Background: an optimization exercise with open tools, aiming at small area, a short achievable clock period and few clock cycles. Do not read the settings as production practice. RTL that was checked went through simulation tests only; none was proved equivalent to the original. Power is estimated from default activity; no workload was simulated.

==> flow/design.v (excerpt) <==
module alu_arbiter #(
  parameter int MUL_LAT = 3
) (
  input  logic        clk,
  input  logic        reset,
  input  logic        i_reqA_valid,
  input  logic        i_reqB_valid,
  output logic        o_reqA_ready,
  output logic        o_reqB_ready,
  input  logic [31:0] i_reqA_op1,
  input  logic [31:0] i_reqA_op2,
  input  logic [31:0] i_reqB_op1,
  input  logic [31:0] i_reqB_op2,
  input  logic [3:0]  i_reqA_sel,
  input  logic [3:0]  i_reqB_sel,
  output logic        o_rsp_valid,
  input  logic        i_rsp_ready,
  output logic        o_rsp_id,
  output logic [31:0] o_rsp_data,
  output logic        o_rsp_zflag,
  output logic        o_busy
);
Size: ~2400 cells after synthesis, roughly 20000 um2 of cells after synthesis.
==> flow/config.mk <==
export PLATFORM = sky130hd
export DESIGN_NAME = alu_arbiter
export DESIGN_NICKNAME = alu_arbiter
export VERILOG_FILES = /design/flow/design.v
export SDC_FILE = /design/flow/constraint.sdc
export NUM_CORES = 4
export LEC_CHECK = 0
export ABC_AREA = 1
export ABC_CLOCK_PERIOD_IN_PS = 4700
export CAP_MARGIN = 20
export CORE_MARGIN = 2
export CORE_UTILIZATION = 40
export SETUP_SLACK_MARGIN = 5.0
export SLEW_MARGIN = 20
==> flow/constraint.sdc <==
create_clock -name core_clock -period 9.5 [get_ports {clk}]
set_input_delay 1.9000 -clock core_clock [delete_from_list [all_inputs] [get_ports {clk}]]
set_output_delay 1.9000 -clock core_clock [all_outputs]
set_load 0.01 [all_outputs]
standard.sh (not shown) runs the stock make flow with config.mk's settings and CLKGATE_MAP_FILE= SYNTH_SCRIPT=/design/flow/synth_recipe.tcl, a recipe that flattens the netlist after the stock synthesis.
==> flow/flow/run.sh <==
#!/bin/bash
# Standard ORFS layout with two changes:
#  - after the standard synthesis, polarity.py removes inverters (it picks the
#    polarity of each full adder and XOR gate, both of which can absorb an
#    inversion, and splits half adders whose inputs are both inverted);
#    registers, ports and all other cells are unchanged;
#  - the port buffers are buf_1 cells (the resizer may upsize them) instead
#    of the default delay-buffer cell.
set -euo pipefail
R=orfs/results/${FLOW_PLATFORM}/alu_arbiter/base
bash standard.sh synth > log_synth.txt 2>&1
python3 flow/polarity.py $R/1_2_yosys.v $R/1_2_yosys.pol.v > log_polarity.txt 2>&1
mv $R/1_2_yosys.pol.v $R/1_2_yosys.v
rm -f $R/1_synth.odb $R/1_synth.sdc
bash standard.sh BUFFER_PORTS_ARGS="-buffer_cell sky130_fd_sc_hd__buf_1" finish > log_layout.txt 2>&1
Other scripts of this flow, unchanged in this note and not shown: flow/flow/polarity.py
Testbench counts at the start, summed over its fixed seeds: cycles 2,416.
Then changed:
--- a/flow/design.v
+++ b/flow/design.v
@@ -11,35 +11,35 @@
   input  logic [31:0] i_reqA_op2,
   input  logic [31:0] i_reqB_op1,
   input  logic [31:0] i_reqB_op2,
   input  logic [3:0]  i_reqA_sel,
   input  logic [3:0]  i_reqB_sel,
   output logic        o_rsp_valid,
   input  logic        i_rsp_ready,
   output logic        o_rsp_id,
   output logic [31:0] o_rsp_data,
   output logic        o_rsp_zflag,
   output logic        o_busy
 );
+  logic        last_b;       
   logic        cap_b, cap_v, stall, accept;
   logic [31:0] a, b;
   logic [3:0]  sel;
   logic        is_mul, is_add, is_sub, is_and, is_or, is_slt;
   logic [31:0] ax;
   logic [15:0] d_one, d_two, d_neg;
   logic        v1, id1;      
   logic        pick;         
   logic        qa, qb;       
-  logic        nv2;          
-  logic        nlast_b;      
+  logic        nv2, nlast_b;  
   logic [31:0] ma;           
   logic [31:0] ma_n;         
   logic [15:0] bo_n, bt_n;   
   assign ma = ~ma_n;
   assign bo = ~bo_n;
   assign bt = ~bt_n;
   logic [15:0] bo, bt, bn;   
   logic        v2, id2;      
   assign cap_b   = v1 ? ~id1 : pick;
   assign cap_v   = cap_b ? i_reqB_valid : i_reqA_valid;
   assign stall        = v2 & ~i_rsp_ready;
   assign o_reqA_ready = qa & i_reqA_valid & ~reset & (i_rsp_ready | nv2) & (~i_reqB_valid | ~nlast_b);
@@ -69,38 +69,40 @@
       logic b1, b0, bm;
       b1 = b[2*i+1];
       b0 = b[2*i];
       bm = (i == 0) ? 1'b0 : b[2*i-1];
       d_one[i] = is_mul & (b0 ^ bm);
       d_two[i] = is_mul & ((b1 & ~b0 & ~bm) | (~b1 & b0 & bm));
       d_neg[i] = is_mul & b1;
     end
     d_one[0] = ~is_mul | (b[0]);
   end
   always_ff @(posedge clk or posedge reset) begin
     if (reset) begin
+      last_b <= 1'b1;
       pick   <= 1'b0;
       v1     <= 1'b0;
       qa     <= 1'b0;
       qb     <= 1'b0;
       nv2    <= 1'b1;
       nlast_b <= 1'b0;
       v2     <= 1'b0;
     end else begin
       v1 <= cap_v;
       qa <= cap_v & ~cap_b;
       qb <= cap_v & cap_b;
       if (accept) nlast_b <= ~id1;
       if (!stall) nv2 <= ~accept;
       pick <= v1 ? id1 : ~pick;
+      if (accept) last_b <= id1;
       if (!stall) v2 <= accept;
     end
   end
   always_ff @(posedge clk) begin
     id1  <= cap_b;
     ma_n <= ~ax;
     bo_n <= ~d_one;
     bt_n <= ~d_two;
     bn   <= d_neg;
   end
   wire pp0_0 = (bo[0] & ma[0]) ^ bn[0];
   wire pp0_1 = ((bo[0] & ma[1]) | (bt[0] & ma[0])) ^ bn[0];
After rerunning: The changed run produced a clean layout. Design area stays flat. Count of clock-buffer cells in the layout rose by 1. Die area rose slightly. Non-clock buffer count fell by 9. Setup slack got worse by 11 ps. Hold slack got worse by 6.6 ps. Register-to-register slack hardly moves. Power barely changes. Core utilization is about the same. Critical path depth fell by 1.
Function not checked in the second run of this note: the RTL went through the layout flow alone.

-- what the ideal ports hide --
How much do the figures lean on ideal ports? The routed layouts below were timed once more, with nothing changed but the port constraints. Step 1 (the two cells are an assumption about what drives the block):
set clk [get_ports {clk}]
set_driving_cell -lib_cell sky130_fd_sc_hd__clkbuf_16 $clk
set_driving_cell -lib_cell sky130_fd_sc_hd__buf_2 [delete_from_list [all_inputs] $clk]
Step 2 adds t to the input delays and takes it off the output delays; t is the mean of the earliest and latest rising clock arrival at the registers after step 1. Input paths then give back, and output paths get back, about the clock's delay inside the block. Slacks: ideal ports / drivers / drivers and shift; pairs: ideal ports / drivers.
| run | shift t [ns] | setup slack, ns | worst hold slack (ns) | slew at the worst register clock pin (ns) | cell pins on the clock port's net |
|---|---|---|---|---|---|
| the first run | 0.512 | 4.932 / 4.876 / 4.734 | 0.499 / 0.499 / 0.499 | 0.07 / 0.07 | 1 |
| the second run | 0.512 | 4.921 / 4.865 / 4.711 | 0.492 / 0.492 / 0.492 | 0.08 / 0.08 | 1 |
After both steps every run listed still meets setup and hold. The setup slack of the second run, which loses most, moves by -0.056 ns with the drivers and by -0.210 ns with both steps.
